Context: an optimization exercise on an open-source flow, tuned for small area, a short achievable clock period and few clock cycles per item. The choices shown serve that exercise and are no tape-out recipe. In this exercise RTL edits were held to simulation tests only and were not proved equivalent to the original. Power and IR drop assume default switching activity.

// tablet_adaptive_delta_decoder_unit
module tablet_adaptive_delta_decoder_unit
#(
    parameter int TOOLS     = TOOLS_DEF,
    parameter int SHIFT_MAX = SHIFT_MAX_DEF
) (
    input  logic        clk,
    input  logic        rst_n,
    input  logic        din_valid,
    output logic        din_ready,
    input  logic        din_action,
    input  logic        din_tool,
    input  logic [2:0]  din_channel,
    input  logic [4:0]  din_raw_code,
    input  logic [15:0] din_load_value,
    input  logic [3:0]  din_load_shift,
    output logic        dout_valid,
    input  logic        dout_ready,
    output logic [15:0] dout_value,
    output logic [3:0]  dout_step_out,
    output logic        dout_held,
    input  logic        psel,
    input  logic        penable,
    input  logic        pwrite,
    input  logic [2:0]  paddr,
    input  logic [31:0] pwdata,
    output logic [31:0] prdata,
    output logic        pready
);
    logic [15:0] max_x_reg, max_y_reg;
  ...
==> flow/config.mk <==
export PLATFORM = sky130hd
export DESIGN_NAME = tablet_adaptive_delta_decoder_unit
export DESIGN_NICKNAME = tablet_adaptive_delta_decoder_unit
export VERILOG_FILES = /design/flow/design.v
export SDC_FILE = /design/flow/constraint.sdc
export NUM_CORES = 4
export LEC_CHECK = 0
export ABC_CLOCK_PERIOD_IN_PS = 4000
export CAP_MARGIN = 20
export CORE_MARGIN = 2
export CORE_UTILIZATION = 40
export CTS_BUF_LIST = sky130_fd_sc_hd__clkbuf_4 sky130_fd_sc_hd__clkbuf_8
export SETUP_SLACK_MARGIN = 5
export SLEW_MARGIN = 20
==> flow/constraint.sdc <==
create_clock -name core_clock -period 10.0 [get_ports {clk}]
set_input_delay 2.0000 -clock core_clock [delete_from_list [all_inputs] [get_ports {clk}]]
set_output_delay 2.0000 -clock core_clock [all_outputs]
set_load 0.01 [all_outputs]
run.sh (not shown) runs the stock make flow with config.mk's settings and CLKGATE_MAP_FILE= SYNTH_SCRIPT=/design/flow/synth_recipe.tcl, a recipe that flattens the netlist after the stock synthesis.
The starting point passed the timing, DRC and antenna checks.
Testbench counts at the start, summed over its fixed seeds: cycles 24,016, items 24,000.
Change:
- CTS_BUF_LIST: sky130_fd_sc_hd__clkbuf_4 sky130_fd_sc_hd__clkbuf_8 -> sky130_fd_sc_hd__clkbuf_8
- CTS_CLUSTER_DIAMETER: unset -> 60
- CTS_CLUSTER_SIZE: unset -> 16
Outcome: The changed run completed without violations; sequential power hardly moves; total power is lower by about 5%; design area falls by 1.7%; setup slack loses 0.056 ns; register-to-register slack loses 0.06 ns; synthesized cell count does not change; clock skew increases by 0.031 ns; fmax fell by 1.1%; critical path depth shrinks by 1; routed wire length rose by 0.54%.
Change:
- CTS_BUF_LIST: sky130_fd_sc_hd__clkbuf_8 -> unset
- CTS_CLUSTER_DIAMETER: 60 -> unset
- CTS_CLUSTER_SIZE: 16 -> unset
Outcome:
- The changed run finished clean
- first-iteration DRC count decreases by 9.6%
- wire length decreases by 0.54%
- die area is unchanged
- power increases by 9.1%
- cell area increases by 3.0%
- flip-flop and latch count does not change
- via count stays flat


v55:
Another version of the RTL of tablet_adaptive_delta_decoder_unit (not shown whole).
Size in the first run: roughly 1,700 cells after synthesis, about 400 flip-flops, roughly 130 I/O pins, roughly 20,000 sq um of cells after synthesis.
==> flow/config.mk <==
export PLATFORM = sky130hd
export DESIGN_NAME = tablet_adaptive_delta_decoder_unit
export DESIGN_NICKNAME = tablet_adaptive_delta_decoder_unit
export VERILOG_FILES = /design/flow/design.v
export SDC_FILE = /design/flow/constraint.sdc
export NUM_CORES = 4
export LEC_CHECK = 0
export ABC_CLOCK_PERIOD_IN_PS = 4000
export CAP_MARGIN = 20
export CORE_MARGIN = 2
export CORE_UTILIZATION = 40
export CTS_BUF_LIST = sky130_fd_sc_hd__clkbuf_8
export CTS_CLUSTER_DIAMETER = 60
export CTS_CLUSTER_SIZE = 16
export SLEW_MARGIN = 20
==> flow/constraint.sdc <==
create_clock -name core_clock -period 10.0 [get_ports {clk}]
set_input_delay 2.0000 -clock core_clock [delete_from_list [all_inputs] [get_ports {clk}]]
set_output_delay 2.0000 -clock core_clock [all_outputs]
set_load 0.01 [all_outputs]
standard.sh (not shown) runs the stock make flow with config.mk's settings and CLKGATE_MAP_FILE= SYNTH_SCRIPT=/design/flow/synth_recipe.tcl, a recipe that flattens the netlist after the stock synthesis.
==> flow/flow/run.sh <==
#!/bin/bash
# The standard layout, with synthesis leaving adders to abc instead of
# mapping them to the half and full adder cells first, and timing repair
# aimed at a setup slack of 5.5 ns (the clock period and constraints are
# unchanged).
export ADDER_MAP_FILE=
export SETUP_SLACK_MARGIN=5.5
bash standard.sh > standard.log 2>&1
v55: no failed stages, no open violations at the end
Testbench counts of v55, summed over its fixed seeds: cycles 24,016, items 24,000.
> inputs changed (v55 -> v58)
Settings: SETUP_SLACK_MARGIN newly set to 5; ABC_AREA newly set to 1.
==> flow/flow/run.sh <==
#!/bin/bash
# The standard layout, with synthesis leaving adders to abc instead of
# mapping them to the half and full adder cells first.
export ADDER_MAP_FILE=
bash standard.sh > standard.log 2>&1
[summary]
Number of buffers and inverters on the critical path: v55 vs v58 identical. | overall routing resource usage | v58 vs v55 | 0.22 points lower |. Summary of the comparison: sequential portion of the cell area is higher in v58, relative to v55. v58 does worse than v55 on final worst-path setup slack. Sort v58 and v55 by multiplexer fraction of the synthesized cell area asc -> top: v58. Compared with v55, v58 shows routed via count that has gone up by more than 10%. Compared with v55, v58 shows synthesized area that has gone up by a few percent. In v58, synthesized cell count is higher than in v55.
## Diff of input files: v15 against v58
Settings: swapping sky130_fd_sc_hd__clkbuf_8 for sky130_fd_sc_hd__clkbuf_4 in CTS_BUF_LIST; swapping 60 for 40 in CTS_CLUSTER_DIAMETER; putting TNS_END_PERCENT at 10 where nothing was set; swapping 16 for 8 in CTS_CLUSTER_SIZE; clearing SETUP_SLACK_MARGIN, which used to be 5.
==> flow/flow/run.sh <==
#!/bin/bash
# The standard layout, with synthesis leaving adders to abc instead of
# mapping them to the half and full adder cells first, the port buffers
# made of plain buf_2 cells, and timing repair aimed at a setup slack of
# 5.5 ns (the clock period and constraints are unchanged).
export ADDER_MAP_FILE=
export BUFFER_PORTS_ARGS="-buffer_cell sky130_fd_sc_hd__buf_2"
export SETUP_SLACK_MARGIN=5.5
bash standard.sh > standard.log 2>&1
Results
Note that the highest clock frequency the design can meet recorded for v15 amounts to 1.08 times the value seen in v58.
Ratio of routed vias to standard cells across v15 and v58: no real change.
When the final numbers for v15 and v58 were put side by side, the overall via count from detail_route turned out to be smaller in v58.
Synthesis-to-finish area growth came out lower on v15 than on v58.
What v50 does differently from v15 at the input level:
Settings: removing ABC_AREA (formerly 1); changing CTS_BUF_LIST from sky130_fd_sc_hd__clkbuf_4 to sky130_fd_sc_hd__clkbuf_8; changing CTS_CLUSTER_DIAMETER from 40 to 60; setting SETUP_SLACK_MARGIN to 5 for the first time; removing TNS_END_PERCENT (formerly 10); changing CTS_CLUSTER_SIZE from 8 to 16.
==> flow/run.sh (new file) <==
#!/bin/bash
# synth_recipe.tcl (not shown) runs the flow's synth.tcl, then flattens the netlist and writes it again
# the make line also repeats each setting of config.mk as NAME=value (left out here)
make -C /OpenROAD-flow-scripts/flow DESIGN_CONFIG=/design/flow/config.mk WORK_HOME=/design/flow/orfs CLKGATE_MAP_FILE= SYNTH_SCRIPT=/design/flow/synth_recipe.tcl finish
removed: flow/flow/run.sh
removed: flow/standard.sh
[summary]
- v15 → v50: share of final layout cell area taken by clock buffers and inverters fell by 1.1 points, total wirelength of the detailed-routed design fell by 3.4%, internal power consumption rose by about 7.5%.
- v50 against v15; layout multi-input combinational cell count is down by more than a quarter.
- [compare] base=v15 new=v50: post-CTS setup-driven buffer insertion count grew by 11; clock network fraction of design power shrank by 6.3 points; combinational power grew by about 40%.
- Of v50 and v15, it is v50 that has the higher post-route minimum period.
- Changes observed in v50 relative to v15: critical path depth climbed 18, via count fell about 17%, combinational fraction of design power +8.3 points.

what the ideal ports hide:
The flow's constraints put no driver on any port. The routed layouts listed below were extracted and timed again, unchanged, in two steps. Step 1 sets driving cells, clkbuf_16 on the clock port and buf_2 on the other inputs (assumed; they add their load-dependent delay and slew). Step 2, shift: input delay + t, output delay - t, t = (earliest + latest rising clock arrival at the registers) / 2. This alone moves slack from input paths to output paths. Three values: ideal ports, drivers, drivers and shift; two values: the first two.
run	shift t [ns]	setup slack, ns	worst register clock-pin slew, ns	cell pins on the clock port's net
the first run of note 1	0.685	5.070 / 5.059 / 4.429	0.06 / 0.06	1
the second run of note 1	0.663	5.014 / 5.014 / 4.568	0.10 / 0.10	1
the third run of note 1	0.620	5.033 / 5.033 / 4.537	0.07 / 0.07	1
v55	0.698	5.397 / 5.206 / 4.747	0.10 / 0.10	1
v58	0.679	5.042 / 4.996 / 4.689	0.10 / 0.10	1
v15	0.833	5.429 / 5.377 / 4.942	0.10 / 0.10	1
v50	0.621	4.763 / 4.763 / 4.542	0.10 / 0.10	1
After both steps every run listed still meets setup and hold. For v55, which loses most, drivers alone change the setup slack by -0.191 ns; drivers and shift together by -0.650 ns.
